Context: an optimization exercise on an open-source flow, tuned for small area, a short achievable clock period and few clock cycles. The choices shown serve that exercise and are no tape-out recipe.
In this exercise RTL edits were held to simulation tests only and were not proved equivalent to the original.
Power is estimated from default activity; no workload was simulated.

## flow/run.sh

```bash
#!/bin/bash
# synth_recipe.tcl (not shown) runs the flow's synth.tcl, then flattens the netlist and writes it again
# the make line also repeats each setting of config.mk as NAME=value (left out here)
make -C /OpenROAD-flow-scripts/flow DESIGN_CONFIG=/design/flow/config.mk WORK_HOME=/design/flow/orfs CLKGATE_MAP_FILE= SYNTH_SCRIPT=/design/flow/synth_recipe.tcl finish
```

## flow/config.mk

```make
export PLATFORM = sky130hd
export DESIGN_NAME = arc4_gen
export DESIGN_NICKNAME = arc4_gen
export VERILOG_FILES = /design/flow/design.v
export SDC_FILE = /design/flow/constraint.sdc
export NUM_CORES = 4
export LEC_CHECK = 0
export CAP_MARGIN = 40
export CORE_MARGIN = 2
export CORE_UTILIZATION = 50
export PLACE_DENSITY = 0.6
export SETUP_SLACK_MARGIN = 5
export SLEW_MARGIN = 20
```

## flow/constraint.sdc

```tcl
create_clock -name core_clock -period 10.0 [get_ports {clk}]
set_input_delay 2.0000 -clock core_clock [delete_from_list [all_inputs] [get_ports {clk}]]
set_output_delay 2.0000 -clock core_clock [all_outputs]
set_load 0.01 [all_outputs]
```

## flow/design.v

```verilog
module arc4_gen #(
  parameter int KEY_BYTES  = 3,
  parameter int ADDR_W     = 8,
  parameter int DROP_BYTES = 256
) (
  input  logic                   clk,
  input  logic                   rst,
  input  logic                   en,
  output logic                   rdy,
  output logic                   done,
  input  logic [8*KEY_BYTES-1:0] key,
  output logic [ADDR_W-1:0]      ct_addr,
  input  logic [7:0]             ct_rddata,
  output logic [ADDR_W-1:0]      pt_addr,
  output logic [7:0]             pt_wrdata,
  output logic                   pt_wren
);
  localparam int KW = 8 * KEY_BYTES;
  logic r_idle;    
  logic r_done;
  logic r_first;   
  logic r_ksa;     
  logic r_prga;    
  logic r_nop1;    
  logic r_vb;      
  logic r_vc;
  logic r_vd;
  logic r_len0;
  logic [7:0]        r_o;       
  logic [7:0]        r_i;       
  logic [7:0]        r_oa;      
  logic [7:0]        r_ctr;     
  logic [7:0]        r_q;       
  logic [7:0]        r_lm1;     
  logic [KW-1:0]     r_key;     
  logic [7:0]        r_si;      
  logic [7:0]        r_si2;
  logic              r_fwd;     
  logic [7:0]        r_jr;      
  logic [15:0]       r_jh;      
  logic [15:0]       r_jl;
  logic [7:0]        r_sj;      
  logic [7:0]        r_tb2;     
  logic [15:0]       r_th;      
  logic [15:0]       r_tl;
  logic [7:0]        r_tx;      
  logic              r_fi;      
  logic              r_fj;      
  logic [ADDR_W-1:0] r_pt_addr;
  logic [7:0]        r_pt_wrdata;
  logic              r_pt_wren;
  logic [255:0][7:0] r_s;
  logic       w_step;
  logic [7:0] w_s1;
  logic [7:0] w_si;
  logic [7:0] w_kn;
  logic [7:0] w_jr;
  logic [7:0] w_qn;
  logic [7:0] w_jlog;
  logic [7:0] w_xo;
  logic [7:0] w_rb;
  logic [7:0] w_t1;
  logic [7:0] w_tlog;
  logic [7:0] w_rd;
  logic [7:0] w_ks;
  logic [254:0] w_sel;
  logic       w_last;
  logic       w_end;
  logic       w_next_idle;
  assign rdy       = r_idle;
  assign done      = r_done;
  assign ct_addr   = ADDR_W'(r_ctr);
  assign pt_addr   = r_pt_addr;
  assign pt_wrdata = r_pt_wrdata;
  assign pt_wren   = r_pt_wren;
  function automatic logic [7:0] add2(input logic [7:0] a, input logic [7:0] b);
    logic [7:0] g, p, gg, pp;
    g = a & b;
    p = a ^ b;
    gg = g;
    pp = p;
    for (int l = 0; l < 3; l++)
      for (int k = 7; k >= 1; k--)
        if (k >= (1 << l)) begin
          gg[k] = gg[k] | (pp[k] & gg[k-(1<<l)]);
          pp[k] = pp[k] & pp[k-(1<<l)];
        end
    add2 = p ^ {gg[6:0], 1'b0};
  endfunction
  function automatic logic [7:0] add3(input logic [7:0] a, input logic [7:0] b,
                                      input logic [7:0] c);
    add3 = add2(a ^ b ^ c, {(a[6:0] & b[6:0]) | (a[6:0] & c[6:0]) | (b[6:0] & c[6:0]), 1'b0});
  endfunction
  function automatic logic [15:0] onehot4(input logic [3:0] v);
    for (int k = 0; k < 16; k++) onehot4[k] = (v == 4'(k));
  endfunction
  function automatic logic [7:0] rd(input logic [255:0][7:0] s,
                                    input logic [15:0] h, input logic [15:0] l);
    logic [7:0] g;
    rd = 8'd0;
    for (int a = 0; a < 16; a++) begin
      g = 8'd0;
      for (int b = 0; b < 16; b++) g = g | (s[(16*a + b + 255) % 256] & {8{l[b]}});
      rd = rd | (g & {8{h[a]}});
    end
  endfunction
  assign w_step = r_ksa | r_prga;
  assign w_s1   = r_s[1] ^ ~r_i;                 
  assign w_si   = r_fwd ? r_si : w_s1;
  assign w_jr   = r_fwd ? add2(r_q, r_si) : add2(r_q, w_s1);   
  assign w_kn   = r_ksa ? r_key[KW-9 -: 8] : 8'hFF;
  assign w_qn   = r_fwd ? add3(r_q, r_si, w_kn) : add3(r_q, w_s1, w_kn);
  assign w_jlog = add2(r_jr, r_oa);
  assign w_xo   = r_idle ? 8'h00 : (r_si ^ w_jlog);     
  assign w_rb   = rd(r_s, r_jh, r_jl);
  always_comb begin
    for (int q = 0; q < 255; q++)
      w_sel[q] = r_jh[((q + 2) % 256) / 16] & r_jl[(q + 2) % 16];
  end
  assign w_t1   = add2(r_tb2, r_sj);             
  assign w_tlog = add2(r_si2, r_sj);             
  assign w_rd = rd(r_s, r_th, r_tl) ^ r_tx;
  assign w_ks = r_fi ? r_si2 : (r_fj ? r_sj : w_rd);
  always_ff @(posedge clk) begin
    for (int q = 0; q < 255; q++)
      r_s[q] <= ~(w_sel[q] ? ((q % 2 == 1) ? w_xo : ~w_xo) : r_s[q+1]);
    r_s[255] <= r_idle ? 8'hFF : (w_rb ^ w_jlog ^ r_o ^ {8{r_jr[0]}});
  end
  assign w_last      = r_ksa & (r_o == 8'hFE) & r_len0;    
  assign w_end       = r_vd & ~r_vc;                         
  assign w_next_idle = rst | (r_idle & ~en) | w_last | w_end;
  always_ff @(posedge clk) begin
    r_fwd <= w_step & (w_jr == 8'd2);
    r_si  <= w_si;
    r_jr  <= w_step ? w_jr : 8'd1;
    r_jh  <= w_next_idle ? 16'hFFFF : (w_step ? onehot4(w_jr[7:4]) : 16'h0001);
    r_jl  <= w_next_idle ? 16'hFFFF : (w_step ? onehot4(w_jr[3:0]) : 16'h0002);
    r_q   <= r_idle ? key[KW-1 -: 8] + 8'd1 : (w_step ? w_qn : 8'd0);
    r_oa  <= r_idle ? 8'hFE : r_o;
    r_o   <= r_idle ? 8'hFF : r_o + 8'd1;
    r_i   <= r_idle ? 8'h00 : r_i + 8'd1;
    for (int b = 0; b < KEY_BYTES; b++)
      if (r_idle) r_key[8*b +: 8] <= key[8*b +: 8] - 8'd1;
    if (!r_idle) r_key <= {r_key[KW-9:0], r_key[KW-1 -: 8]};
    r_si2 <= r_si;
    r_sj  <= w_rb ^ w_jlog ^ {8{~r_jr[0]}};
    r_tb2 <= r_si + ~r_o;
    r_th  <= onehot4(w_t1[7:4]);
    r_tl  <= onehot4(w_t1[3:0]);
    r_tx  <= w_tlog ^ {8{~w_t1[0]}};
    r_fi  <= (w_t1 == 8'd0);
    r_fj  <= (w_t1 == r_q);
    if (r_first) begin
      r_lm1  <= ct_rddata - 8'd1;
      r_len0 <= (ct_rddata == 8'd0);
    end
  end
  always_ff @(posedge clk) begin
    if (rst) begin
      r_idle      <= 1'b1;
      r_done      <= 1'b0;
      r_first     <= 1'b0;
      r_ksa       <= 1'b0;
      r_prga      <= 1'b0;
      r_nop1      <= 1'b0;
      r_vb        <= 1'b0;
      r_vc        <= 1'b0;
      r_vd        <= 1'b0;
      r_ctr       <= '0;
      r_pt_addr   <= '0;
      r_pt_wrdata <= '0;
      r_pt_wren   <= 1'b0;
    end else begin
      r_done      <= 1'b0;
      r_first     <= 1'b0;
      r_vb        <= r_prga;
      r_vc        <= r_vb;
      r_vd        <= r_vc;
      r_pt_wren   <= r_first | r_vd;
      r_pt_addr   <= r_first ? '0 : ADDR_W'(r_ctr + 8'hFF);
      r_pt_wrdata <= ct_rddata ^ (r_vd ? w_ks : 8'd0);
      r_ctr       <= (r_idle | w_last | w_end) ? 8'h00 :
                     r_first ? 8'hFF : r_ctr + 8'd1;
      r_nop1      <= r_ksa & (r_o == 8'hFE) & ~r_len0;
      if (r_idle && en) begin
        r_idle  <= 1'b0;
        r_ksa   <= 1'b1;
        r_first <= 1'b1;
      end
      if (r_ksa && r_o == 8'hFE) r_ksa <= 1'b0;
      if (r_nop1) r_prga <= 1'b1;
      if (r_prga && r_o == r_lm1) r_prga <= 1'b0;
      if (w_last || w_end) begin
        r_done <= 1'b1;
        r_idle <= 1'b1;
        r_ksa  <= 1'b0;
        r_prga <= 1'b0;
      end
    end
  end
endmodule
```

==> results_tabular.tex, run 1 <==
\begin{tabular}{lr}
\hline
Metric & Value \\
\hline
\multicolumn{2}{l}{\textbf{Outcome}} \\
\quad Run status & finished clean \\
\multicolumn{2}{l}{\textbf{GRT}} \\
\quad Initial antenna violation count & 36 \\
\quad Maximum number of pins on one net before global-route repair & 129 \\
\quad Wire length of the first global-routing pass & 681000 um \\
\quad Vias in the first global route & 90840 \\
\quad Total global-route track usage & 47.62\% \\
\quad Congestion Overflow GR & 0 \\
\multicolumn{2}{l}{\textbf{Power and ir drop}} \\
\quad Fraction of power spent switching nets & 43.10\% \\
\quad Internal power & 22.60 mW \\
\quad P\_sw & 17.12 mW \\
\quad Leakage power summed over all cells & 41.54 nW \\
\quad Max rail drop VDD & 0.6695 mV \\
\quad Part of the power in combinational logic & 34.7\% \\
\quad Areal power density over the cells & 373.5 nW/um2 \\
\quad Sum of internal, switching and leakage power & 39.72 mW \\
\quad Clock Power Share & 22.9\% \\
\quad Relative contribution of sequential cells to total power & 42.4\% \\
\multicolumn{2}{l}{\textbf{Synth}} \\
\quad Netlist area before placement & 96000 um2 \\
\quad Arithmetic-cell share of the synthesized area counting full adders, half adders and majority gates & 1.306\% \\
\quad Number of enable-type register cells in the synthesized netlist & 17 \\
\quad Largest family of logic cells by synthesized area & compound AO/OA/AOI/OAI gates \\
\quad Portion of netlist area occupied by mux cells & 2.875\% \\
\quad Average size of a mapped cell & 8.714 um2 \\
\quad Proportion of netlist area held by the largest area contributor & 46.82\% \\
\quad Area contributors post-synth & sky130\_fd\_sc\_hd\_\_dfxtp\_1 (47\%), sky130\_fd\_sc\_hd\_\_a21oi\_1 (9.6\%), sky130\_fd\_sc\_hd\_\_a22oi\_1 (7.9\%) \\
\quad Number of synthesized register bits & 2262 \\
\quad Gate Count Post-Synth & 11020 \\
\quad Synth async-reset ratio & 0\% \\
\quad XOR/XNOR share of the synthesized area & 1.623\% \\
\quad Area fraction in compound gates after synthesis & 29.08\% \\
\quad Predominant post-synthesis flop cell & sky130\_fd\_sc\_hd\_\_dfxtp\_1 \\
\quad Most area-hungry cell type in the Yosys netlist & sky130\_fd\_sc\_hd\_\_dfxtp\_1 \\
\quad Simple-gate portion of the synthesized area & 12.94\% \\
\quad Synthesized net count & 11140 \\
\quad Synthesis Warnings & 1 \\
\quad Share of the yosys chip area belonging to registers & 47.35\% \\
\quad Post-synthesis cell type count & 56 \\
\multicolumn{2}{l}{\textbf{Critical path}} \\
\quad Critical-path top delay cell & sky130\_fd\_sc\_hd\_\_a22oi\_1 \\
\quad Type of the worst setup path & flip-flop to flip-flop \\
\quad Worst EP required & 10.78 ns \\
\quad Capturing element type of the critical path & flip-flop \\
\quad RR Endpoint & r\_s[2040]\$\_SDFF\_PP1\_ \\
\quad Data arrival time of the worst path & 6.13 ns \\
\quad Maximum fanout along the worst path & 33 \\
\quad Worst reg2reg path depth & 10 \\
\quad Longest individual stage delay on the worst path & 0.81 ns \\
\quad Nature of the critical path startpoint & flip-flop \\
\quad Crit Reg-Reg Startpoint & r\_jl[15]\$\_SDFF\_PP1\_ \\
\quad Startpoint of the worst setup timing path & r\_jl[15]\$\_SDFF\_PP1\_ \\
\quad Number of buffers and inverters on the critical path & 2 \\
\quad Cell family with most CP delay & simple AND/OR/NAND/NOR gates \\
\quad Cell chain of the critical path & buf\_4 > buf\_4 > a221oi\_1 > nand4\_1 > a22oi\_1 > nand4\_1 > nor3\_1 > xnor2\_1 > xnor2\_1 > or2\_2 \\
\quad Register-to-Register Setup Slack & 4.65 ns \\
\multicolumn{2}{l}{\textbf{STA}} \\
\quad Clock period minus worst slack & 5.350 ns \\
\quad Max-slew violation count & 0 \\
\quad Unrepaired setup endpoints after global routing & false \\
\quad Min setup slack post-route & 4.650 ns \\
\quad Peak clock frequency supported by timing & 186.9 MHz \\
\quad Total negative slack for setup checks & 0 ns \\
\quad Worst clock skew on the final layout & 0.04650 ns \\
\quad Worst hold slack & 0.4452 ns \\
\quad Worst max-slew margin expressed relative to the limit & 23.62\% \\
\quad Final critical-path share of the clock period & 53.50\% \\
\quad Final hold violation count & 0 \\
\quad Least-Margin Pin Slew & 1.146 ns \\
\quad Final setup viols & 0 \\
\multicolumn{2}{l}{\textbf{Floorplan}} \\
\quad Count of pins on the block boundary & 62 \\
\quad Starting Density & 50.42\% \\
\quad Vert. Die Dim & 442.2 um \\
\quad Core Box Area & 190400 um2 \\
\quad Number of rows created at floorplan & 160 \\
\quad Die Footprint & 195500 um2 \\
\quad Chip width & 442.2 um \\
\multicolumn{2}{l}{\textbf{CTS}} \\
\quad Clock tree from TritonCTS & done \\
\quad Hold\_buf cts & 0 \\
\quad Maximum buffer depth of the clock tree & 3 \\
\quad CTS-repair resized insts & 0 \\
\quad Clock-pin transition on the worst setup and hold timing paths & 0.06 ns \\
\quad Clock Latency Late Sink & 0.91 ns \\
\quad Buffer type at the clock tree root & sky130\_fd\_sc\_hd\_\_clkbuf\_16 \\
\quad TritonCTS sink count & 2262 \\
\quad Total CTS buffers & 232 \\
\quad Count of H-tree levels built during CTS & 4 \\
\quad Number of buffers inserted to repair setup after CTS & 0 \\
\multicolumn{2}{l}{\textbf{Place}} \\
\quad Pre-CTS setup slack & 5.125 ns \\
\quad GP Congestion & 1.022 \\
\quad Final HPWL from detailed placement & 288500 um \\
\quad Number of buffers inserted by port buffering & 61 \\
\multicolumn{2}{l}{\textbf{Routing}} \\
\quad Number of DRC violations after detailed routing & 0 \\
\quad Final wirelength & 489300 um \\
\quad Routed vias/inst & 7.446 \\
\quad Wire per inst & 36.90 um \\
\quad Starting DRT DRC Count & 19840 \\
\quad Remaining antenna violation count after routing & 0 \\
\quad Number of iterations in the first detailed-routing pass & 13 \\
\quad Number of vias after detailed routing & 98720 \\
\multicolumn{2}{l}{\textbf{Min path}} \\
\quad Worst hold stages & 1 \\
\quad Startpoint of the tightest hold check path & r\_vb\$\_SDFF\_PP0\_ \\
\quad Hold WC Path Type & flip-flop to flip-flop \\
\quad Worst-case hold path end point & r\_vc\$\_SDFF\_PP0\_ \\
\multicolumn{2}{l}{\textbf{Final layout}} \\
\quad Number of inserted filler cells in the final layout & 17110 \\
\quad Fraction of final layout cells with drive strength greater than 1 & 6.947\% \\
\quad Final nets & 10650 \\
\quad Most frequent cells in the layout & sky130\_fd\_sc\_hd\_\_dfxtp\_1 (2212), sky130\_fd\_sc\_hd\_\_a21oi\_1 (1848), sky130\_fd\_sc\_hd\_\_nor2\_1 (1646), sky130\_fd\_sc\_hd\_\_a22oi\_1 (1006), sky130\_fd\_sc\_hd\_\_a22o\_1 (539) \\
\quad Most frequent standard cell in the layout excluding fill and tap cells & sky130\_fd\_sc\_hd\_\_dfxtp\_1 \\
\quad Final design utilization & 55.86\% \\
\quad Area grow syn2layout & 10.78\% \\
\multicolumn{2}{l}{\textbf{Job}} \\
\quad Max-Cap Viols & 0 \\
\hline
\end{tabular}
[area by class of cell]
class / count / area (um2) / area share (%)
multi-input cells: 7625 / 46060 / 43.31
inverters: 75 / 281.5 / 0.2647
clock buffers: 349 / 6907 / 6.494
clock inverters: 81 / 950.9 / 0.8941
flip-flops and latches: 2262 / 45580 / 42.86
well taps: 2511 / 3142 / 2.954
diodes: 24 / 60.06 / 0.05647
repair buffers: 332 / 3369 / 3.168
[Yosys cell counts (3+ instances only)]
| cell | n |
|---|---|
| sky130_fd_sc_hd__a21boi_0 | 3 |
| sky130_fd_sc_hd__a21o_1 | 18 |
| sky130_fd_sc_hd__a21oi_1 | 1848 |
| sky130_fd_sc_hd__a221oi_1 | 527 |
| sky130_fd_sc_hd__a221oi_2 | 13 |
| sky130_fd_sc_hd__a22o_1 | 539 |
| sky130_fd_sc_hd__a22oi_1 | 1006 |
| sky130_fd_sc_hd__a32oi_1 | 8 |
| sky130_fd_sc_hd__and3_1 | 7 |
| sky130_fd_sc_hd__buf_1 | 186 |
| sky130_fd_sc_hd__buf_2 | 154 |
| sky130_fd_sc_hd__buf_4 | 7 |
| sky130_fd_sc_hd__buf_6 | 23 |
| sky130_fd_sc_hd__clkbuf_1 | 685 |
| sky130_fd_sc_hd__dfxtp_1 | 2245 |
| sky130_fd_sc_hd__edfxtp_1 | 17 |
| sky130_fd_sc_hd__fa_1 | 22 |
| sky130_fd_sc_hd__ha_1 | 65 |
| sky130_fd_sc_hd__inv_1 | 74 |
| sky130_fd_sc_hd__mux2_2 | 12 |
| sky130_fd_sc_hd__mux2i_1 | 260 |
| sky130_fd_sc_hd__nand2_1 | 297 |
| sky130_fd_sc_hd__nand2b_1 | 38 |
| sky130_fd_sc_hd__nand3_1 | 280 |
| sky130_fd_sc_hd__nand4_1 | 236 |
| sky130_fd_sc_hd__nor2_1 | 1646 |
| sky130_fd_sc_hd__nor2b_1 | 22 |
| sky130_fd_sc_hd__nor3_1 | 277 |
| sky130_fd_sc_hd__nor3b_1 | 7 |
| sky130_fd_sc_hd__nor4_1 | 13 |
| sky130_fd_sc_hd__nor4b_1 | 3 |
| sky130_fd_sc_hd__o21ai_0 | 238 |
| sky130_fd_sc_hd__o21ai_1 | 5 |
| sky130_fd_sc_hd__o21bai_1 | 12 |
| sky130_fd_sc_hd__or2_2 | 20 |
| sky130_fd_sc_hd__or3_1 | 4 |
| sky130_fd_sc_hd__xnor2_1 | 118 |
| sky130_fd_sc_hd__xor2_1 | 58 |
[how the worst max path moves through the flow]
| stage | cells after the start | end |
|---|---|---|
| 3_5_place_dp | 11 | r_pt_wrdata[1]$_SDFF_PP0_ |
| 5_1_grt | 10 | r_s[2040]$_SDFF_PP1_ |
| 3_3_place_gp | 11 | r_pt_wrdata[6]$_SDFF_PP0_ |
| 2_1_floorplan | 6 | r_key[23]$_DFF_P_ |
| 4_1_cts | 11 | r_pt_wrdata[1]$_SDFF_PP0_ |
| 6_report | 10 | r_s[2040]$_SDFF_PP1_ |
[cells by family (layout without fill, tap and decap cells)]
kind of cell / count (synthesis) / count (layout)
simple gates: 2864 / 2864
buf+inv: 1130 / 837
mux: 274 / 274
compound gates: 4223 / 4223
flops: 2262 / 2262
other cells: 0 / 24
fa+ha+maj: 87 / 87
xor+xnor: 177 / 177
[flip-flops by register name (all words and copies together), names as in the netlist, 16 cells and up]
name / cells
r_jh: 16
r_jl: 16
r_key: 24
r_s: 2048
r_th: 16
r_tl: 16
[routing by layer]
layer  GRT usage (%)  up-vias  part of all wire [%]
li1                -    39860                     -
met1           59.75    46170                    36
met2           65.20     9923                    39
met5          0.4884        -                 0.073
met3           20.12     2724                    17
met4           33.76       42                   8.6
[power groups by stage]
stage	registers (mW)	logic (mW)	clock network [mW]
2_1_floorplan	14.8	8.71	0
3_3_place_gp	16.6	12.6	0
3_5_place_dp	16.6	13.0	0
4_1_cts	16.5	13.0	9.06
5_1_grt	17.0	14.4	9.43
6_report	16.9	13.8	9.09
[per-stage QoR]
| stage | instances | cell area, um2 |
|---|---|---|
| 2_1_floorplan | 11020 | 96000 |
| 3_3_place_gp | 12720 | 97550 |
| 3_5_place_dp | 12780 | 98190 |
| 4_1_cts | 13210 | 106000 |
| 5_1_grt | 13240 | 106300 |
| 6_report | 13260 | 106300 |
Testbench counts, summed over its fixed seeds: cycles 44,067.
==> inputs of run 2 (changes only) <==
==> flow/flow/run.sh (new file) <==
#!/bin/bash
set -o pipefail
MARGIN=6.5
sed -e 's/ SETUP_SLACK_MARGIN=[^ ]*//' \
    -e "s/\"\${@:-finish}\"/SETUP_SLACK_MARGIN=$MARGIN \"\${@:-finish}\"/" \
    standard.sh > standard_margin.sh
bash standard_margin.sh > standard.log 2>&1
==> flow/standard.sh (new file) <==
#!/bin/bash
# synth_recipe.tcl (not shown) runs the flow's synth.tcl, then flattens the netlist and writes it again
# the make line also repeats each setting of config.mk as NAME=value (left out here)
make -C /OpenROAD-flow-scripts/flow DESIGN_CONFIG=/design/flow/config.mk WORK_HOME=/design/flow/orfs CLKGATE_MAP_FILE= SYNTH_SCRIPT=/design/flow/synth_recipe.tcl "${@:-finish}"
--- a/flow/config.mk
+++ b/flow/config.mk
@@ -8,6 +8,8 @@
 export CAP_MARGIN = 40
 export CORE_MARGIN = 2
-export CORE_UTILIZATION = 50
-export PLACE_DENSITY = 0.6
+export CORE_UTILIZATION = 45
+export CTS_CLUSTER_DIAMETER = 90
+export CTS_CLUSTER_SIZE = 25
+export PLACE_DENSITY = 0.55
 export SETUP_SLACK_MARGIN = 5
 export SLEW_MARGIN = 20
removed: flow/run.sh
==> run 2 against run 1 <==
Compared with the run above:
- count of clock-buffer cells in the layout is 207 lower
- clock power is 34% lower
- non-clock buffer count is 416 higher
- highest routed layer unchanged
- first-iteration DRC count is 23% higher
- worst setup slack better by 1.4 ns
- power is 0.92% lower
- core utilization is 3.1 points lower
==> results_tabular.tex, run 2 <==
\begin{tabular}{lr}
\hline
Metric & Value \\
\hline
\multicolumn{2}{l}{\textbf{Critical path}} \\
\quad Capturing element type of the critical path & flip-flop (unchanged) \\
\quad Worst EP required & 10.76 ns (was 10.78 ns) \\
\quad Type of the worst setup path & flip-flop to flip-flop (unchanged) \\
\quad Data arrival time of the worst path & 4.73 ns (was 6.13 ns) \\
\quad Cell family with most CP delay & simple AND/OR/NAND/NOR gates (unchanged) \\
\quad Longest individual stage delay on the worst path & 0.67 ns (was 0.81 ns) \\
\quad Critical-path top delay cell & sky130\_fd\_sc\_hd\_\_nor4\_4 (was sky130\_fd\_sc\_hd\_\_a22oi\_1) \\
\quad Number of buffers and inverters on the critical path & 2 (unchanged) \\
\quad Maximum fanout along the worst path & 22 (was 33) \\
\quad Cell chain of the critical path & buf\_8 > buf\_12 > a22o\_1 > a221oi\_2 > nand4\_1 > a22oi\_2 > nand3\_2 > nor4\_4 > xnor2\_2 > xnor2\_2 > or2\_4 (was buf\_4 > buf\_4 > a221oi\_1 > nand4\_1 > a22oi\_1 > nand4\_1 > nor3\_1 > xnor2\_1 > xnor2\_1 > or2\_2) \\
\quad Nature of the critical path startpoint & flip-flop (unchanged) \\
\quad Critical Path Most Common Cell & sky130\_fd\_sc\_hd\_\_xnor2\_2 \\
\multicolumn{2}{l}{\textbf{Synth}} \\
\quad Ranking of synthesized cells by instance count & sky130\_fd\_sc\_hd\_\_dfxtp\_1 (2245), sky130\_fd\_sc\_hd\_\_a21oi\_1 (1848), sky130\_fd\_sc\_hd\_\_nor2\_1 (1646), sky130\_fd\_sc\_hd\_\_a22oi\_1 (1006), sky130\_fd\_sc\_hd\_\_clkbuf\_1 (685) (unchanged) \\
\quad Area contributors post-synth & sky130\_fd\_sc\_hd\_\_dfxtp\_1 (47\%), sky130\_fd\_sc\_hd\_\_a21oi\_1 (9.6\%), sky130\_fd\_sc\_hd\_\_a22oi\_1 (7.9\%) (unchanged) \\
\quad Number of enable-type register cells in the synthesized netlist & 17 (unchanged) \\
\quad Gate Count Post-Synth & 11020 (unchanged) \\
\quad Synth async-reset ratio & 0\% (unchanged) \\
\quad Synthesized net count & 11140 (unchanged) \\
\quad Share of the yosys chip area belonging to registers & 47.35\% (unchanged) \\
\quad Average size of a mapped cell & 8.714 um2 (unchanged) \\
\quad Most frequently used cell type in the post-synthesis netlist & sky130\_fd\_sc\_hd\_\_dfxtp\_1 (unchanged) \\
\quad Proportion of netlist area held by the largest area contributor & 46.82\% (unchanged) \\
\quad Predominant post-synthesis flop cell & sky130\_fd\_sc\_hd\_\_dfxtp\_1 (unchanged) \\
\quad Most area-hungry cell type in the Yosys netlist & sky130\_fd\_sc\_hd\_\_dfxtp\_1 (unchanged) \\
\quad Netlist area before placement & 96000 um2 (unchanged) \\
\quad Post-synthesis cell type count & 56 (unchanged) \\
\quad Number of synthesized register bits & 2262 (unchanged) \\
\quad Synthesis Warnings & 1 (unchanged) \\
\multicolumn{2}{l}{\textbf{STA}} \\
\quad Total negative slack for setup checks & 0 ns (unchanged) \\
\quad Max-slew violation count & 0 (unchanged) \\
\quad Worst hold slack & 0.4416 ns (was 0.4452 ns) \\
\quad Peak clock frequency supported by timing & 251.5 MHz (was 186.9 MHz) \\
\quad Worst clock skew on the final layout & 0.05610 ns (was 0.04650 ns) \\
\quad Unrepaired setup endpoints after global routing & true (was false) \\
\quad Least-Margin Pin Slew & 1.179 ns (was 1.146 ns) \\
\quad Clock period minus worst slack & 3.975 ns (was 5.350 ns) \\
\quad Final critical-path share of the clock period & 39.75\% (was 53.50\%) \\
\quad Final setup viols & 0 (unchanged) \\
\quad Final hold violation count & 0 (unchanged) \\
\quad Min setup slack post-route & 6.025 ns (was 4.650 ns) \\
\quad Worst max-slew margin expressed relative to the limit & 21.38\% (was 23.62\%) \\
\multicolumn{2}{l}{\textbf{Power and ir drop}} \\
\quad Internal power & 20.91 mW (was 22.60 mW) \\
\quad Part of the power in combinational logic & 41.6\% (was 34.7\%) \\
\quad Areal power density over the cells & 351.8 nW/um2 (was 373.5 nW/um2) \\
\quad P\_sw & 18.45 mW (was 17.12 mW) \\
\quad Clock Power Share & 15.1\% (was 22.9\%) \\
\quad Relative contribution of sequential cells to total power & 43.2\% (was 42.4\%) \\
\quad Fraction of power spent switching nets & 46.88\% (was 43.10\%) \\
\quad Max rail drop VDD & 0.4288 mV (was 0.6695 mV) \\
\quad Sum of internal, switching and leakage power & 39.36 mW (was 39.72 mW) \\
\quad Leakage power summed over all cells & 43.90 nW (was 41.54 nW) \\
\multicolumn{2}{l}{\textbf{Final layout}} \\
\quad Most frequent cells in the layout & sky130\_fd\_sc\_hd\_\_dfxtp\_1 (2190), sky130\_fd\_sc\_hd\_\_a21oi\_1 (1844), sky130\_fd\_sc\_hd\_\_nor2\_1 (1645), sky130\_fd\_sc\_hd\_\_a22oi\_1 (982), sky130\_fd\_sc\_hd\_\_a22o\_1 (539) (was sky130\_fd\_sc\_hd\_\_dfxtp\_1 (2212), sky130\_fd\_sc\_hd\_\_a21oi\_1 (1848), sky130\_fd\_sc\_hd\_\_nor2\_1 (1646), sky130\_fd\_sc\_hd\_\_a22oi\_1 (1006), sky130\_fd\_sc\_hd\_\_a22o\_1 (539)) \\
\quad Regs by FF count & r\_s x2048, r\_key x24 (unchanged) \\
\quad Count of placed standard cells in the final layout, fillers left out & 13800 (was 13260) \\
\quad Fraction of final layout cells with drive strength greater than 1 & 11.34\% (was 6.947\%) \\
\quad Most frequent standard cell in the layout excluding fill and tap cells & sky130\_fd\_sc\_hd\_\_dfxtp\_1 (unchanged) \\
\quad Combined flip-flop and latch cell area & 45630 um2 (was 45580 um2) \\
\quad Final design utilization & 52.76\% (was 55.86\%) \\
\quad Cell area after layout & 111900 um2 (was 106300 um2) \\
\quad Final nets & 10960 (was 10650) \\
\quad Number of inserted filler cells in the final layout & 19300 (was 17110) \\
\quad Largest Register & r\_s (unchanged) \\
\quad Number of flip-flops under the largest register name & 2048 (unchanged) \\
\quad Area grow syn2layout & 16.55\% (was 10.78\%) \\
\quad Area occupied by multi-input gates & 47690 um2 (was 46060 um2) \\
\multicolumn{2}{l}{\textbf{GRT}} \\
\quad Maximum number of pins on one net before global-route repair & 129 (unchanged) \\
\quad Congestion Overflow GR & 0 (unchanged) \\
\quad Total global-route track usage & 49.24\% (was 47.62\%) \\
\quad Wire length of the first global-routing pass & 757900 um (was 681000 um) \\
\quad Vias in the first global route & 92250 (was 90840) \\
\quad Initial antenna violation count & 64 (was 36) \\
\multicolumn{2}{l}{\textbf{Routing}} \\
\quad Starting DRT DRC Count & 24360 (was 19840) \\
\quad Wire per inst & 42.35 um (was 36.90 um) \\
\quad Number of vias after detailed routing & 105500 (was 98720) \\
\quad Number of iterations in the first detailed-routing pass & 13 (unchanged) \\
\quad Final wirelength & 584300 um (was 489300 um) \\
\quad Routed vias/inst & 7.645 (was 7.446) \\
\quad Remaining antenna violation count after routing & 0 (unchanged) \\
\quad Number of DRC violations after detailed routing & 0 (unchanged) \\
\multicolumn{2}{l}{\textbf{Place}} \\
\quad Inst Count DP & 13110 (was 12780) \\
\quad Pre-CTS setup slack & 5.127 ns (was 5.125 ns) \\
\quad Instance area at placement & 98570 um2 (was 98190 um2) \\
\quad GP Congestion & 1.012 (was 1.022) \\
\quad Final HPWL from detailed placement & 306200 um (was 288500 um) \\
\quad Number of buffers inserted by port buffering & 61 (unchanged) \\
\multicolumn{2}{l}{\textbf{CTS}} \\
\quad Total CTS buffers & 117 (was 232) \\
\quad Buffer type at the clock tree root & sky130\_fd\_sc\_hd\_\_clkbuf\_16 (unchanged) \\
\quad Clock tree from TritonCTS & done (unchanged) \\
\quad TritonCTS sink count & 2262 (unchanged) \\
\quad Maximum buffer depth of the clock tree & 3 (unchanged) \\
\quad Count of H-tree levels built during CTS & 3 (was 4) \\
\quad Clock-pin transition on the worst setup and hold timing paths & 0.10 ns (was 0.06 ns) \\
\quad Clock Latency Late Sink & 0.88 ns (was 0.91 ns) \\
\multicolumn{2}{l}{\textbf{Floorplan}} \\
\quad Die Footprint & 217000 um2 (was 195500 um2) \\
\quad Number of rows created at floorplan & 169 (was 160) \\
\quad Chip width & 465.9 um (was 442.2 um) \\
\quad Core Box Area & 212100 um2 (was 190400 um2) \\
\quad Vert. Die Dim & 465.9 um (was 442.2 um) \\
\quad Count of pins on the block boundary & 62 (unchanged) \\
\quad Starting Density & 45.26\% (was 50.42\%) \\
\multicolumn{2}{l}{\textbf{Min path}} \\
\quad Hold WC Path Type & flip-flop to flip-flop (unchanged) \\
\multicolumn{2}{l}{\textbf{Outcome}} \\
\quad Run status & finished clean (unchanged) \\
\multicolumn{2}{l}{\textbf{Job}} \\
\quad Max-Cap Viols & 0 (unchanged) \\
\hline
\end{tabular}
-- run 2: layer usage --
metal  GRT usage, %  up-vias  wire [um]  share of wire, %
met4          37.22       64      60660                10
met1          59.65    49540     200700                34
met5          1.252        -       1553              0.27
met2          64.85    11700     216400                37
met3          25.93     3683     104900                18
li1               -    40480          -                 -
-- run 2: repair_timing --
action,4_1_cts,5_1_grt
pin swaps,96,166
setup endpoints to repair,840,497
gates resized for setup,499,338
setup buffers,171,134
hold buffers,0,0
gates cloned,66,39
-- run 2: layout make-up --
| cell class | instances | share of cell area, % |
|---|---|---|
| multi-input cells | 7631 | 42.62 |
| flip-flops and latches | 2262 | 40.78 |
| repair buffers | 748 | 9.580 |
| well taps | 2821 | 3.155 |
| clock buffers | 142 | 2.904 |
| clock inverters | 53 | 0.5681 |
| inverters | 75 | 0.2516 |
| diodes | 63 | 0.1409 |
-- run 2: final timing paths --
kind	to	slack (ns)	start	depth (start not counted)
setup / recovery	r_s[2041]$_SDFF_PP1_	6.02	r_jl[2]$_SDFF_PP1_	11
hold / removal	r_nop1$_SDFF_PP0_	0.44	r_len0$_DFFE_PP_	1
setup reg to reg	r_s[2041]$_SDFF_PP1_	6.02	r_jl[2]$_SDFF_PP1_	11
hold reg to reg	r_nop1$_SDFF_PP0_	0.44	r_len0$_DFFE_PP_	1
-- run 2: cell families after synthesis --
kind of cell	count (synthesis)	synth area share, %
flops	2262	47.35
compound gates	4223	29.08
fa+ha+maj	87	1.306
buf+inv	1130	4.826
mux	274	2.875
simple gates	2864	12.94
xor+xnor	177	1.623
-- run 2: power by group through the flow --
stage               Sequential [mW]  Clock [mW]  Combinational (mW)
global placement               16.8           0                12.7
CTS                            16.5        5.89                14.4
floorplan                      14.8           0                8.71
global route                   17.0        6.21                16.7
detailed placement             16.8           0                13.0
finish                         17.0        5.96                16.4
==> inputs of run 3 (changes only) <==
--- a/flow/design.v
+++ b/flow/design.v
@@ -17,5 +17,7 @@
 );
   localparam int KW = 8 * KEY_BYTES;
-  logic r_idle;    
+  logic r_rdy;     
+  logic r_busy;    
+  logic r_idle;
   logic r_done;
   logic r_first;   
@@ -39,5 +41,7 @@
   logic [7:0]        r_jr;      
   logic [15:0]       r_jh;      
-  logic [15:0]       r_jl;
+  logic [15:0]       r_jl;      
+  logic [15:0]       r_rh;      
+  logic [15:0]       r_rl;
   logic [7:0]        r_sj;      
   logic [7:0]        r_tb2;     
@@ -45,6 +49,4 @@
   logic [15:0]       r_tl;
   logic [7:0]        r_tx;      
-  logic              r_fi;      
-  logic              r_fj;      
   logic [ADDR_W-1:0] r_pt_addr;
   logic [7:0]        r_pt_wrdata;
@@ -62,11 +64,13 @@
   logic [7:0] w_t1;
   logic [7:0] w_tlog;
-  logic [7:0] w_rd;
-  logic [7:0] w_ks;
+  logic [7:0] w_sjv;
+  logic       w_fi;
+  logic       w_fj;
   logic [254:0] w_sel;
   logic       w_last;
   logic       w_end;
   logic       w_next_idle;
-  assign rdy       = r_idle;
+  assign rdy       = r_rdy;
+  assign r_idle    = ~r_busy;
   assign done      = r_done;
   assign ct_addr   = ADDR_W'(r_ctr);
@@ -113,5 +117,6 @@
   assign w_jlog = add2(r_jr, r_oa);
   assign w_xo   = r_idle ? 8'h00 : (r_si ^ w_jlog);     
-  assign w_rb   = rd(r_s, r_jh, r_jl);
+  assign w_rb   = rd(r_s, r_rh, r_rl);
+  assign w_sjv  = w_rb ^ w_jlog ^ {8{~r_jr[0]}};        
   always_comb begin
     for (int q = 0; q < 255; q++)
@@ -120,10 +125,10 @@
   assign w_t1   = add2(r_tb2, r_sj);             
   assign w_tlog = add2(r_si2, r_sj);             
-  assign w_rd = rd(r_s, r_th, r_tl) ^ r_tx;
-  assign w_ks = r_fi ? r_si2 : (r_fj ? r_sj : w_rd);
+  assign w_fi   = (w_t1 == 8'd0);
+  assign w_fj   = (w_t1 == r_q);
   always_ff @(posedge clk) begin
     for (int q = 0; q < 255; q++)
       r_s[q] <= ~(w_sel[q] ? ((q % 2 == 1) ? w_xo : ~w_xo) : r_s[q+1]);
-    r_s[255] <= r_idle ? 8'hFF : (w_rb ^ w_jlog ^ r_o ^ {8{r_jr[0]}});
+    r_s[255] <= w_rb ^ (r_idle ? 8'hFF : w_jlog ^ r_o ^ {8{r_jr[0]}});
   end
   assign w_last      = r_ksa & (r_o == 8'hFE) & r_len0;    
@@ -136,4 +141,6 @@
     r_jh  <= w_next_idle ? 16'hFFFF : (w_step ? onehot4(w_jr[7:4]) : 16'h0001);
     r_jl  <= w_next_idle ? 16'hFFFF : (w_step ? onehot4(w_jr[3:0]) : 16'h0002);
+    r_rh  <= w_next_idle ? 16'h0000 : (w_step ? onehot4(w_jr[7:4]) : 16'h0001);
+    r_rl  <= w_next_idle ? 16'h0000 : (w_step ? onehot4(w_jr[3:0]) : 16'h0002);
     r_q   <= r_idle ? key[KW-1 -: 8] + 8'd1 : (w_step ? w_qn : 8'd0);
     r_oa  <= r_idle ? 8'hFE : r_o;
@@ -144,11 +151,9 @@
     if (!r_idle) r_key <= {r_key[KW-9:0], r_key[KW-1 -: 8]};
     r_si2 <= r_si;
-    r_sj  <= w_rb ^ w_jlog ^ {8{~r_jr[0]}};
+    r_sj  <= w_sjv;
     r_tb2 <= r_si + ~r_o;
-    r_th  <= onehot4(w_t1[7:4]);
+    r_th  <= (r_vc & ~w_fi & ~w_fj) ? onehot4(w_t1[7:4]) : 16'h0000;
     r_tl  <= onehot4(w_t1[3:0]);
-    r_tx  <= w_tlog ^ {8{~w_t1[0]}};
-    r_fi  <= (w_t1 == 8'd0);
-    r_fj  <= (w_t1 == r_q);
+    r_tx  <= ~r_vc ? 8'h00 : w_fi ? r_si : w_fj ? w_sjv : (w_tlog ^ {8{~w_t1[0]}});
     if (r_first) begin
       r_lm1  <= ct_rddata - 8'd1;
@@ -158,5 +163,6 @@
   always_ff @(posedge clk) begin
     if (rst) begin
-      r_idle      <= 1'b1;
+      r_rdy       <= 1'b1;
+      r_busy      <= 1'b0;
       r_done      <= 1'b0;
       r_first     <= 1'b0;
@@ -179,10 +185,11 @@
       r_pt_wren   <= r_first | r_vd;
       r_pt_addr   <= r_first ? '0 : ADDR_W'(r_ctr + 8'hFF);
-      r_pt_wrdata <= ct_rddata ^ (r_vd ? w_ks : 8'd0);
+      r_pt_wrdata <= ct_rddata ^ rd(r_s, r_th, r_tl) ^ r_tx;
       r_ctr       <= (r_idle | w_last | w_end) ? 8'h00 :
                      r_first ? 8'hFF : r_ctr + 8'd1;
       r_nop1      <= r_ksa & (r_o == 8'hFE) & ~r_len0;
       if (r_idle && en) begin
-        r_idle  <= 1'b0;
+        r_rdy   <= 1'b0;
+        r_busy  <= 1'b1;
         r_ksa   <= 1'b1;
         r_first <= 1'b1;
@@ -193,5 +200,6 @@
       if (w_last || w_end) begin
         r_done <= 1'b1;
-        r_idle <= 1'b1;
+        r_rdy  <= 1'b1;
+        r_busy <= 1'b0;
         r_ksa  <= 1'b0;
         r_prga <= 1'b0;
--- a/flow/flow/run.sh
+++ b/flow/flow/run.sh
@@ -1,5 +1,5 @@
 #!/bin/bash
 set -o pipefail
-MARGIN=6.5
+MARGIN=6.6
 sed -e 's/ SETUP_SLACK_MARGIN=[^ ]*//' \
     -e "s/\"\${@:-finish}\"/SETUP_SLACK_MARGIN=$MARGIN \"\${@:-finish}\"/" \
==> run 3 against run 2 <==
Compared with the run above:
- fmax is 8.2% lower
- sequential cell count is 31 higher
- worst setup slack got worse by 0.35 ns
- highest routed layer unchanged
- combinational power fell by 8%
- cell area down 1.1%
- via count down 0.38%
- synthesized area increased by 0.67%
- sequential share of layout area is 1.0 points higher
- largest cell class unchanged
==> results_tabular.tex, run 3 <==
\begin{tabular}{lr}
\hline
Metric & Value \\
\hline
\multicolumn{2}{l}{\textbf{Outcome}} \\
\quad Run status & finished clean (unchanged) \\
\multicolumn{2}{l}{\textbf{Floorplan}} \\
\quad Count of pins on the block boundary & 62 (unchanged) \\
\quad Vert. Die Dim & 467.4 um (was 465.9 um) \\
\quad Core Box Area & 214000 um2 (was 212100 um2) \\
\quad Chip width & 467.4 um (was 465.9 um) \\
\quad Starting Density & 45.16\% (was 45.26\%) \\
\quad Number of rows created at floorplan & 170 (was 169) \\
\quad Die Footprint & 218500 um2 (was 217000 um2) \\
\multicolumn{2}{l}{\textbf{Critical path}} \\
\quad Critical-path top delay cell & sky130\_fd\_sc\_hd\_\_nand4\_1 (was sky130\_fd\_sc\_hd\_\_nor4\_4) \\
\quad Type of the worst setup path & flip-flop to flip-flop (unchanged) \\
\quad Worst EP required & 10.76 ns (about the same) \\
\quad Startpoint of the worst setup timing path & r\_rl[6]\$\_SDFF\_PP0\_ (was r\_jl[2]\$\_SDFF\_PP1\_) \\
\quad Number of buffers and inverters on the critical path & 1 (was 2) \\
\quad Nature of the critical path startpoint & flip-flop (unchanged) \\
\quad Maximum fanout along the worst path & 14 (was 22) \\
\quad Cell family with most CP delay & simple AND/OR/NAND/NOR gates (unchanged) \\
\quad Cell chain of the critical path & buf\_16 > a22o\_1 > a221oi\_2 > nand4\_1 > a22oi\_2 > nand4\_1 > or3\_4 > xor2\_2 > o21ai\_1 (was buf\_8 > buf\_12 > a22o\_1 > a221oi\_2 > nand4\_1 > a22oi\_2 > nand3\_2 > nor4\_4 > xnor2\_2 > xnor2\_2 > or2\_4) \\
\quad Capturing element type of the critical path & flip-flop (unchanged) \\
\quad Longest individual stage delay on the worst path & 0.79 ns (was 0.67 ns) \\
\quad Data arrival time of the worst path & 5.09 ns (was 4.73 ns) \\
\quad Crit Reg-Reg Startpoint & r\_rl[6]\$\_SDFF\_PP0\_ (was r\_jl[2]\$\_SDFF\_PP1\_) \\
\quad Critical Path Most Common Cell & sky130\_fd\_sc\_hd\_\_nand4\_1 (was sky130\_fd\_sc\_hd\_\_xnor2\_2) \\
\multicolumn{2}{l}{\textbf{Routing}} \\
\quad Final wirelength & 589000 um (was 584300 um) \\
\quad Number of vias after detailed routing & 105100 (was 105500) \\
\quad Wire per inst & 42.75 um (was 42.35 um) \\
\quad Remaining antenna violation count after routing & 0 (unchanged) \\
\quad Routed vias/inst & 7.626 (was 7.645) \\
\quad Number of iterations in the first detailed-routing pass & 15 (was 13) \\
\quad Number of DRC violations after detailed routing & 0 (unchanged) \\
\quad Starting DRT DRC Count & 24930 (was 24360) \\
\multicolumn{2}{l}{\textbf{Place}} \\
\quad Instance area at placement & 99640 um2 (was 98570 um2) \\
\quad Number of buffers inserted by port buffering & 61 (unchanged) \\
\quad GP Congestion & 1.011 (was 1.012) \\
\quad Final HPWL from detailed placement & 310100 um (was 306200 um) \\
\multicolumn{2}{l}{\textbf{STA}} \\
\quad Final critical-path share of the clock period & 43.30\% (was 39.75\%) \\
\quad Final hold violation count & 0 (unchanged) \\
\quad Least-Margin Pin Slew & 1.060 ns (was 1.179 ns) \\
\quad Max-slew violation count & 0 (unchanged) \\
\quad Total negative slack for setup checks & 0 ns (unchanged) \\
\quad Worst clock skew on the final layout & 0.06720 ns (was 0.05610 ns) \\
\quad Peak clock frequency supported by timing & 231.0 MHz (was 251.5 MHz) \\
\quad Worst max-slew margin expressed relative to the limit & 28.56\% (was 21.38\%) \\
\quad Clock period minus worst slack & 4.330 ns (was 3.975 ns) \\
\quad Unrepaired setup endpoints after global routing & true (unchanged) \\
\quad Final setup viols & 0 (unchanged) \\
\multicolumn{2}{l}{\textbf{Synth}} \\
\quad Gate Count Post-Synth & 11080 (was 11020) \\
\quad Portion of netlist area occupied by mux cells & 2.756\% (was 2.875\%) \\
\quad Predominant post-synthesis flop cell & sky130\_fd\_sc\_hd\_\_dfxtp\_1 (unchanged) \\
\quad XOR/XNOR share of the synthesized area & 1.769\% (was 1.623\%) \\
\quad Synthesis Warnings & 1 (unchanged) \\
\quad Synth async-reset ratio & 0\% (unchanged) \\
\quad Number of enable-type register cells in the synthesized netlist & 17 (unchanged) \\
\quad Simple-gate portion of the synthesized area & 12.27\% (was 12.94\%) \\
\quad Area fraction in compound gates after synthesis & 29.79\% (was 29.08\%) \\
\quad Ranking of synthesized cells by instance count & sky130\_fd\_sc\_hd\_\_dfxtp\_1 (2276), sky130\_fd\_sc\_hd\_\_a21oi\_1 (1960), sky130\_fd\_sc\_hd\_\_nor2\_1 (1647), sky130\_fd\_sc\_hd\_\_a22oi\_1 (904), sky130\_fd\_sc\_hd\_\_clkbuf\_1 (815) (was sky130\_fd\_sc\_hd\_\_dfxtp\_1 (2245), sky130\_fd\_sc\_hd\_\_a21oi\_1 (1848), sky130\_fd\_sc\_hd\_\_nor2\_1 (1646), sky130\_fd\_sc\_hd\_\_a22oi\_1 (1006), sky130\_fd\_sc\_hd\_\_clkbuf\_1 (685)) \\
\quad Synthesized net count & 11200 (was 11140) \\
\quad Proportion of netlist area held by the largest area contributor & 47.15\% (was 46.82\%) \\
\quad Area contributors post-synth & sky130\_fd\_sc\_hd\_\_dfxtp\_1 (47\%), sky130\_fd\_sc\_hd\_\_a21oi\_1 (10\%), sky130\_fd\_sc\_hd\_\_a22oi\_1 (7.0\%) (was sky130\_fd\_sc\_hd\_\_dfxtp\_1 (47\%), sky130\_fd\_sc\_hd\_\_a21oi\_1 (9.6\%), sky130\_fd\_sc\_hd\_\_a22oi\_1 (7.9\%)) \\
\quad Number of synthesized register bits & 2293 (was 2262) \\
\quad Most frequently used cell type in the post-synthesis netlist & sky130\_fd\_sc\_hd\_\_dfxtp\_1 (unchanged) \\
\quad Arithmetic-cell share of the synthesized area counting full adders, half adders and majority gates & 1.297\% (was 1.306\%) \\
\quad Share of the yosys chip area belonging to registers & 47.67\% (was 47.35\%) \\
\quad Netlist area before placement & 96640 um2 (was 96000 um2) \\
\quad Post-synthesis cell type count & 75 (was 56) \\
\quad Most area-hungry cell type in the Yosys netlist & sky130\_fd\_sc\_hd\_\_dfxtp\_1 (unchanged) \\
\quad Largest family of logic cells by synthesized area & compound AO/OA/AOI/OAI gates (unchanged) \\
\quad Average size of a mapped cell & 8.725 um2 (was 8.714 um2) \\
\multicolumn{2}{l}{\textbf{CTS}} \\
\quad Hold\_buf cts & 0 (unchanged) \\
\quad Total CTS buffers & 118 (was 117) \\
\quad Maximum buffer depth of the clock tree & 3 (unchanged) \\
\quad TritonCTS sink count & 2293 (was 2262) \\
\quad Clock tree from TritonCTS & done (unchanged) \\
\quad Buffer type at the clock tree root & sky130\_fd\_sc\_hd\_\_clkbuf\_16 (unchanged) \\
\quad Clock-pin transition on the worst setup and hold timing paths & 0.10 ns (about the same) \\
\quad Clock Latency Late Sink & 0.92 ns (was 0.88 ns) \\
\quad Count of H-tree levels built during CTS & 3 (unchanged) \\
\multicolumn{2}{l}{\textbf{Final layout}} \\
\quad Final nets & 10920 (was 10960) \\
\quad Fraction of final layout cells with drive strength greater than 1 & 9.971\% (was 11.34\%) \\
\quad Cell area after layout & 110700 um2 (was 111900 um2) \\
\quad Regs by FF count & r\_s x2048, r\_key x24 (unchanged) \\
\quad Most frequent standard cell in the layout excluding fill and tap cells & sky130\_fd\_sc\_hd\_\_dfxtp\_1 (unchanged) \\
\quad Area grow syn2layout & 14.54\% (was 16.55\%) \\
\quad Most frequent cells in the layout & sky130\_fd\_sc\_hd\_\_dfxtp\_1 (2207), sky130\_fd\_sc\_hd\_\_a21oi\_1 (1954), sky130\_fd\_sc\_hd\_\_nor2\_1 (1646), sky130\_fd\_sc\_hd\_\_a22oi\_1 (862), sky130\_fd\_sc\_hd\_\_a22o\_1 (598) (was sky130\_fd\_sc\_hd\_\_dfxtp\_1 (2190), sky130\_fd\_sc\_hd\_\_a21oi\_1 (1844), sky130\_fd\_sc\_hd\_\_nor2\_1 (1645), sky130\_fd\_sc\_hd\_\_a22oi\_1 (982), sky130\_fd\_sc\_hd\_\_a22o\_1 (539)) \\
\quad Number of flip-flops under the largest register name & 2048 (unchanged) \\
\quad Largest Register & r\_s (unchanged) \\
\multicolumn{2}{l}{\textbf{Power and ir drop}} \\
\quad Max rail drop VDD & 0.2921 mV (was 0.4288 mV) \\
\quad Areal power density over the cells & 341.5 nW/um2 (was 351.8 nW/um2) \\
\quad Leakage power summed over all cells & 42.84 nW (was 43.90 nW) \\
\multicolumn{2}{l}{\textbf{GRT}} \\
\quad Vias in the first global route & 93360 (was 92250) \\
\quad Initial antenna violation count & 73 (was 64) \\
\quad Total global-route track usage & 50.35\% (was 49.24\%) \\
\quad Congestion Overflow GR & 0 (unchanged) \\
\quad Maximum number of pins on one net before global-route repair & 97 (was 129) \\
\quad Wire length of the first global-routing pass & 774200 um (was 757900 um) \\
\multicolumn{2}{l}{\textbf{Job}} \\
\quad Max-Cap Viols & 0 (unchanged) \\
\multicolumn{2}{l}{\textbf{Min path}} \\
\quad Hold WC Path Type & flip-flop to flip-flop (unchanged) \\
\quad Startpoint of the tightest hold check path & r\_vb\$\_SDFF\_PP0\_ (was r\_len0\$\_DFFE\_PP\_) \\
\hline
\end{tabular}
-- run 3: worst paths after layout --
path / slack, ns / endpoint / cells after the start
min reg2reg: 0.44 / r_vc$_SDFF_PP0_ / 1
max reg2reg: 5.67 / r_tx[3]$_SDFF_PN0_ / 9
max: 5.67 / r_tx[3]$_SDFF_PN0_ / 9
min: 0.44 / r_vc$_SDFF_PP0_ / 1
-- run 3: through the flow --
stage	util [%]	setup slack (ns)	total power [mW]	cells	hold slack, ns
6_report	51.73	5.670	37.80	13780	0.4379
5_1_grt	51.67	6.118	38.32	13730	0.4619
4_1_cts	50.64	6.405	35.28	13610	0.4437
3_5_place_dp	46.57	5.306	28.21	13180	0.4192
3_3_place_gp	46.21	3.644	27.85	13110	0.4126
2_1_floorplan	-	6.668	22.53	11080	0.3462
-- run 3: where the power goes --
group	switching, mW	leakage, nW	total, mW	internal, mW
Sequential	3.90	19.2	16.6	12.7
Combinational	10.1	21.7	15.1	5.00
Clock	3.52	1.91	6.07	2.55
-- run 3: logic make-up after synthesis --
group                      count (synthesis)
AOI/OAI and AO/OA                       4350
adders and majority gates                 87
muxes                                    266
xor gates and xnor gates                 192
DFF                                     2293
and+or+nand+nor                         2755
buffers and inverters                   1134
-- run 3: timing repair --
item / CTS / global route
setup buffers: 170 / 68
cloned: 53 / 23
pin swaps: 78 / 114
endpoints found under the setup margin: 1003 / 560
resized for setup: 466 / 199
-- run 3: area by class of cell --
cell class	count	area (um2)
clock inverter	64	783.3
clock buffer	136	3156
tap	2838	3551
sequential	2293	46270
multi-input combinational	7657	47550
fill	19810	103300
inverter	81	309.0
timing repair buffer	651	8929
antenna	57	142.6
-- run 3: metal layers --
metal  part of all wire, %  GRT usage (%)  up-vias
li1                      -              -    40540
met1                    34          59.93    49070
met2                    37          66.44    11500
met3                    18          26.61     3876
met4                    11          40.37       73
met5                  0.22          1.208        -
Testbench counts of run 3, summed over its fixed seeds: cycles 44,067.
==> inputs of run 4 (changes only) <==
--- a/flow/design.v
+++ b/flow/design.v
@@ -31,5 +31,4 @@
   logic [7:0]        r_o;       
   logic [7:0]        r_i;       
-  logic [7:0]        r_oa;      
   logic [7:0]        r_ctr;     
   logic [7:0]        r_q;       
@@ -39,5 +38,6 @@
   logic [7:0]        r_si2;
   logic              r_fwd;     
-  logic [7:0]        r_jr;      
+  logic              r_jr0;     
+  logic [7:0]        r_jlog;    
   logic [15:0]       r_jh;      
   logic [15:0]       r_jl;      
@@ -49,4 +49,5 @@
   logic [15:0]       r_tl;
   logic [7:0]        r_tx;      
+  logic              r_fjd;     
   logic [ADDR_W-1:0] r_pt_addr;
   logic [7:0]        r_pt_wrdata;
@@ -59,5 +60,5 @@
   logic [7:0] w_jr;
   logic [7:0] w_qn;
-  logic [7:0] w_jlog;
+  logic [7:0] w_jl;
   logic [7:0] w_xo;
   logic [7:0] w_rb;
@@ -115,8 +116,8 @@
   assign w_kn   = r_ksa ? r_key[KW-9 -: 8] : 8'hFF;
   assign w_qn   = r_fwd ? add3(r_q, r_si, w_kn) : add3(r_q, w_s1, w_kn);
-  assign w_jlog = add2(r_jr, r_oa);
-  assign w_xo   = r_idle ? 8'h00 : (r_si ^ w_jlog);     
+  assign w_jl   = r_fwd ? add3(r_q, r_si, r_o) : add3(r_q, w_s1, r_o);   
+  assign w_xo   = r_idle ? 8'h00 : (r_si ^ r_jlog);     
   assign w_rb   = rd(r_s, r_rh, r_rl);
-  assign w_sjv  = w_rb ^ w_jlog ^ {8{~r_jr[0]}};        
+  assign w_sjv  = w_rb ^ r_jlog ^ {8{~r_jr0}};          
   always_comb begin
     for (int q = 0; q < 255; q++)
@@ -130,5 +131,5 @@
     for (int q = 0; q < 255; q++)
       r_s[q] <= ~(w_sel[q] ? ((q % 2 == 1) ? w_xo : ~w_xo) : r_s[q+1]);
-    r_s[255] <= w_rb ^ (r_idle ? 8'hFF : w_jlog ^ r_o ^ {8{r_jr[0]}});
+    r_s[255] <= w_rb ^ (r_idle ? 8'hFF : r_jlog ^ r_o ^ {8{r_jr0}});
   end
   assign w_last      = r_ksa & (r_o == 8'hFE) & r_len0;    
@@ -138,5 +139,6 @@
     r_fwd <= w_step & (w_jr == 8'd2);
     r_si  <= w_si;
-    r_jr  <= w_step ? w_jr : 8'd1;
+    r_jr0 <= w_step ? w_jr[0] : 1'b1;
+    r_jlog <= r_idle ? 8'hFF : (w_step ? w_jl : r_i);
     r_jh  <= w_next_idle ? 16'hFFFF : (w_step ? onehot4(w_jr[7:4]) : 16'h0001);
     r_jl  <= w_next_idle ? 16'hFFFF : (w_step ? onehot4(w_jr[3:0]) : 16'h0002);
@@ -144,5 +146,4 @@
     r_rl  <= w_next_idle ? 16'h0000 : (w_step ? onehot4(w_jr[3:0]) : 16'h0002);
     r_q   <= r_idle ? key[KW-1 -: 8] + 8'd1 : (w_step ? w_qn : 8'd0);
-    r_oa  <= r_idle ? 8'hFE : r_o;
     r_o   <= r_idle ? 8'hFF : r_o + 8'd1;
     r_i   <= r_idle ? 8'h00 : r_i + 8'd1;
@@ -155,5 +156,6 @@
     r_th  <= (r_vc & ~w_fi & ~w_fj) ? onehot4(w_t1[7:4]) : 16'h0000;
     r_tl  <= onehot4(w_t1[3:0]);
-    r_tx  <= ~r_vc ? 8'h00 : w_fi ? r_si : w_fj ? w_sjv : (w_tlog ^ {8{~w_t1[0]}});
+    r_tx  <= (~r_vc | (w_fj & ~w_fi)) ? 8'h00 : w_fi ? r_si : (w_tlog ^ {8{~w_t1[0]}});
+    r_fjd <= r_vc & w_fj & ~w_fi;
     if (r_first) begin
       r_lm1  <= ct_rddata - 8'd1;
@@ -185,5 +187,5 @@
       r_pt_wren   <= r_first | r_vd;
       r_pt_addr   <= r_first ? '0 : ADDR_W'(r_ctr + 8'hFF);
-      r_pt_wrdata <= ct_rddata ^ rd(r_s, r_th, r_tl) ^ r_tx;
+      r_pt_wrdata <= ct_rddata ^ rd(r_s, r_th, r_tl) ^ r_tx ^ (r_fjd ? r_sj : 8'h00);
       r_ctr       <= (r_idle | w_last | w_end) ? 8'h00 :
                      r_first ? 8'hFF : r_ctr + 8'd1;
==> run 4 against run 3 <==
Compared with the run above:
- cell area decreased by 3.6%
- synthesized area grew 0.27%
- die area up 0.27%
- clock power about the same
- global-route usage down 1.3 points
- critical path type unchanged
- critical endpoint is now r_sj[1]$_DFF_P_
- largest power group unchanged
==> results_tabular.tex, run 4 <==
\begin{tabular}{lr}
\hline
Metric & Value \\
\hline
\multicolumn{2}{l}{\textbf{Place}} \\
\quad GP Congestion & 1.065 (was 1.011) \\
\quad Inst Count DP & 13560 (was 13180) \\
\quad Final HPWL from detailed placement & 341400 um (was 310100 um) \\
\quad Number of buffers inserted by port buffering & 61 (unchanged) \\
\multicolumn{2}{l}{\textbf{Synth}} \\
\quad Netlist area before placement & 96900 um2 (was 96640 um2) \\
\quad Synthesized net count & 11570 (was 11200) \\
\quad Most frequently used cell type in the post-synthesis netlist & sky130\_fd\_sc\_hd\_\_dfxtp\_1 (unchanged) \\
\quad Most area-hungry cell type in the Yosys netlist & sky130\_fd\_sc\_hd\_\_dfxtp\_1 (unchanged) \\
\quad Synth async-reset ratio & 0\% (unchanged) \\
\quad Predominant post-synthesis flop cell & sky130\_fd\_sc\_hd\_\_dfxtp\_1 (unchanged) \\
\quad Ranking of synthesized cells by instance count & sky130\_fd\_sc\_hd\_\_dfxtp\_1 (2270), sky130\_fd\_sc\_hd\_\_nor2\_1 (2146), sky130\_fd\_sc\_hd\_\_a21oi\_1 (2098), sky130\_fd\_sc\_hd\_\_a22oi\_1 (878), sky130\_fd\_sc\_hd\_\_clkbuf\_1 (821) (was sky130\_fd\_sc\_hd\_\_dfxtp\_1 (2276), sky130\_fd\_sc\_hd\_\_a21oi\_1 (1960), sky130\_fd\_sc\_hd\_\_nor2\_1 (1647), sky130\_fd\_sc\_hd\_\_a22oi\_1 (904), sky130\_fd\_sc\_hd\_\_clkbuf\_1 (815)) \\
\quad Synthesis Warnings & 1 (unchanged) \\
\quad Number of synthesized register bits & 2287 (was 2293) \\
\quad Post-synthesis cell type count & 80 (was 75) \\
\multicolumn{2}{l}{\textbf{Routing}} \\
\quad Number of iterations in the first detailed-routing pass & 13 (was 15) \\
\quad Remaining antenna violation count after routing & 0 (unchanged) \\
\quad Wire per inst & 41.12 um (was 42.75 um) \\
\quad Final wirelength & 575300 um (was 589000 um) \\
\quad Starting DRT DRC Count & 23690 (was 24930) \\
\multicolumn{2}{l}{\textbf{Floorplan}} \\
\quad Chip width & 468.0 um (was 467.4 um) \\
\quad Die Footprint & 219100 um2 (was 218500 um2) \\
\quad Core Box Area & 214400 um2 (was 214000 um2) \\
\quad Vert. Die Dim & 468.0 um (was 467.4 um) \\
\quad Number of rows created at floorplan & 170 (unchanged) \\
\quad Count of pins on the block boundary & 62 (unchanged) \\
\multicolumn{2}{l}{\textbf{Final layout}} \\
\quad Count of placed standard cells in the final layout, fillers left out & 13990 (was 13780) \\
\quad Area grow syn2layout & 10.16\% (was 14.54\%) \\
\quad Combined flip-flop and latch cell area & 46170 um2 (was 46270 um2) \\
\quad Number of flip-flops under the largest register name & 2048 (unchanged) \\
\quad Area occupied by multi-input gates & 47190 um2 (was 47550 um2) \\
\quad Number of inserted filler cells in the final layout & 20200 (was 19810) \\
\quad Regs by FF count & r\_s x2048, r\_key x24 (unchanged) \\
\quad Most frequent standard cell in the layout excluding fill and tap cells & sky130\_fd\_sc\_hd\_\_dfxtp\_1 (unchanged) \\
\quad Final design utilization & 49.79\% (was 51.73\%) \\
\quad Largest Register & r\_s (unchanged) \\
\multicolumn{2}{l}{\textbf{GRT}} \\
\quad Congestion Overflow GR & 0 (unchanged) \\
\quad Wire length of the first global-routing pass & 757300 um (was 774200 um) \\
\quad Maximum number of pins on one net before global-route repair & 77 (was 97) \\
\quad Vias in the first global route & 92280 (was 93360) \\
\multicolumn{2}{l}{\textbf{Min path}} \\
\quad Hold WC Path Type & flip-flop to flip-flop (unchanged) \\
\quad Worst hold stages & 2 (was 1) \\
\multicolumn{2}{l}{\textbf{STA}} \\
\quad Min setup slack post-route & 6.193 ns (was 5.670 ns) \\
\quad Peak clock frequency supported by timing & 262.7 MHz (was 231.0 MHz) \\
\quad Total negative slack for setup checks & 0 ns (unchanged) \\
\quad Final critical-path share of the clock period & 38.07\% (was 43.30\%) \\
\quad Worst max-slew margin expressed relative to the limit & 27.27\% (was 28.56\%) \\
\quad Least-Margin Pin Slew & 1.089 ns (was 1.060 ns) \\
\quad Unrepaired setup endpoints after global routing & true (unchanged) \\
\multicolumn{2}{l}{\textbf{Critical path}} \\
\quad Cell family with most CP delay & simple AND/OR/NAND/NOR gates (unchanged) \\
\quad RR Endpoint & r\_sj[1]\$\_DFF\_P\_ (was r\_tx[3]\$\_SDFF\_PN0\_) \\
\quad Worst reg2reg path depth & 9 (unchanged) \\
\quad Capturing element type of the critical path & flip-flop (unchanged) \\
\quad Critical Path Most Common Cell & sky130\_fd\_sc\_hd\_\_nand4\_1 (unchanged) \\
\quad Crit Reg-Reg Startpoint & r\_rl[7]\$\_SDFF\_PP0\_ (was r\_rl[6]\$\_SDFF\_PP0\_) \\
\quad Register-to-Register Setup Slack & 6.19 ns (was 5.67 ns) \\
\quad Cell chain of the critical path & buf\_12 > buf\_16 > a22o\_1 > a221oi\_1 > nand4\_1 > a22oi\_1 > nand4\_1 > or3\_4 > xnor2\_1 (was buf\_16 > a22o\_1 > a221oi\_2 > nand4\_1 > a22oi\_2 > nand4\_1 > or3\_4 > xor2\_2 > o21ai\_1) \\
\quad Worst EP required & 10.76 ns (about the same) \\
\quad Number of buffers and inverters on the critical path & 2 (was 1) \\
\quad Critical-path top delay cell & sky130\_fd\_sc\_hd\_\_nand4\_1 (unchanged) \\
\quad Count of cell instances traversed by the critical path & 9 (unchanged) \\
\quad Longest individual stage delay on the worst path & 0.64 ns (was 0.79 ns) \\
\multicolumn{2}{l}{\textbf{Power and ir drop}} \\
\quad Max rail drop VDD & 0.3162 mV (was 0.2921 mV) \\
\quad Areal power density over the cells & 279.7 nW/um2 (was 341.5 nW/um2) \\
\quad Sum of internal, switching and leakage power & 29.86 mW (was 37.80 mW) \\
\multicolumn{2}{l}{\textbf{CTS}} \\
\quad Count of H-tree levels built during CTS & 3 (unchanged) \\
\quad Total CTS buffers & 121 (was 118) \\
\quad Clock-pin transition on the worst setup and hold timing paths & 0.10 ns (about the same) \\
\quad Buffer type at the clock tree root & sky130\_fd\_sc\_hd\_\_clkbuf\_16 (unchanged) \\
\quad Clock tree from TritonCTS & done (unchanged) \\
\multicolumn{2}{l}{\textbf{Outcome}} \\
\quad Run status & finished clean (unchanged) \\
\multicolumn{2}{l}{\textbf{Job}} \\
\quad Max-Cap Viols & 0 (unchanged) \\
\hline
\end{tabular}
[run 4: worst min-delay path by stage]
stage	start	endpoint	slack, ns
global placement	r_key[5]$_DFF_P_	r_key[13]$_DFF_P_	0.42
detailed placement	r_key[20]$_DFF_P_	r_key[4]$_DFF_P_	0.42
CTS	r_key[20]$_DFF_P_	r_key[4]$_DFF_P_	0.44
global route	r_s[1836]$_DFF_P_	r_s[1828]$_DFF_P_	0.46
floorplan	r_si[7]$_DFFE_PN_	r_si2[7]$_DFF_P_	0.35
finish	r_key[20]$_DFF_P_	r_key[4]$_DFF_P_	0.44
[run 4: cell families after synthesis]
| kind of cell | count (synthesis) | share of synthesized area, % |
|---|---|---|
| AO/OA/AOI/OAI | 4505 | 30.74 |
| AND/OR/NAND/NOR | 3171 | 13.75 |
| flip-flops | 2287 | 47.42 |
| buffers and inverters | 1143 | 4.453 |
| XOR/XNOR | 197 | 1.824 |
| adder cells (fa/ha/maj) | 107 | 1.668 |
| multiplexers | 13 | 0.1356 |
[run 4: layer usage]
layer / wire [um] / track usage, % / up-vias
li1: - / - / 41090
met1: 202200 / 59.80 / 49050
met2: 216000 / 65.36 / 11250
met3: 100500 / 24.82 / 3362
met4: 55730 / 36.12 / 34
met5: 838 / 2.328 / -
[run 4: worst min-delay path, delay by kind of cell, from the launching register on]
kind | cells | cell delay (ns)
DFF | 1 | 0.32
AOI/OAI and AO/OA | 1 | 0.05
and+or+nand+nor | 1 | 0.04
[run 4: power by group]
group | internal [mW] | total (mW) | switching [mW]
Clock | 2.52 | 6.07 | 3.55
Sequential | 11.5 | 14.5 | 3.00
Combinational | 2.95 | 9.31 | 6.36
[run 4: timing repair]
item,CTS,global route
pin swaps,31,37
resized for setup,239,103
setup endpoints to repair,114,294
setup buffers,43,57
endpoints found under the hold margin,0,0
cloned,7,14
hold buffers,0,0
[run 4: final cells by class]
class                           count  share of cell area [%]
Timing Repair Buffer              484                   4.955
Clock buffer                      142                   3.026
Sequential cell                  2287                   43.25
Clock inverter                     70                  0.7068
Inverter                          103                  0.3622
Tap cell                         2838                   3.326
Antenna cell                       74                  0.1735
Multi-Input combinational cell   7995                   44.20
Testbench counts of run 4, summed over its fixed seeds: cycles 44,067.

## port drivers added, routing unchanged
The results above use ideal ports. As a check the final layouts listed here were re-extracted and re-timed, cells and wires unchanged. Step 1, drivers: a clkbuf_16 drives clk and a buf_2 each remaining input, both assumed. Step 2 times the ports against the registers' clock, not the clock port: input delays grow and output delays shrink by t, the midpoint of the rising clock arrivals with the driver on. a / b / c = ideal ports / drivers / drivers and shift; a / b = the first two.
| run | t (ns) | setup slack, ns | worst setup path after step 2 |
|---|---|---|---|
| run 1 | 0.976 | 4.650 / 4.650 / 4.650 | register to register |
| run 2 | 0.943 | 6.025 / 6.025 / 5.855 | input to register |
| run 3 | 0.986 | 5.670 / 5.670 / 5.670 | register to register |
| run 4 | 0.974 | 6.193 / 6.193 / 5.896 | input to register |
After both steps every run listed still meets setup and hold. The setup slack of run 4, which loses most, moves by 0.000 ns with the drivers and by -0.297 ns with both steps.
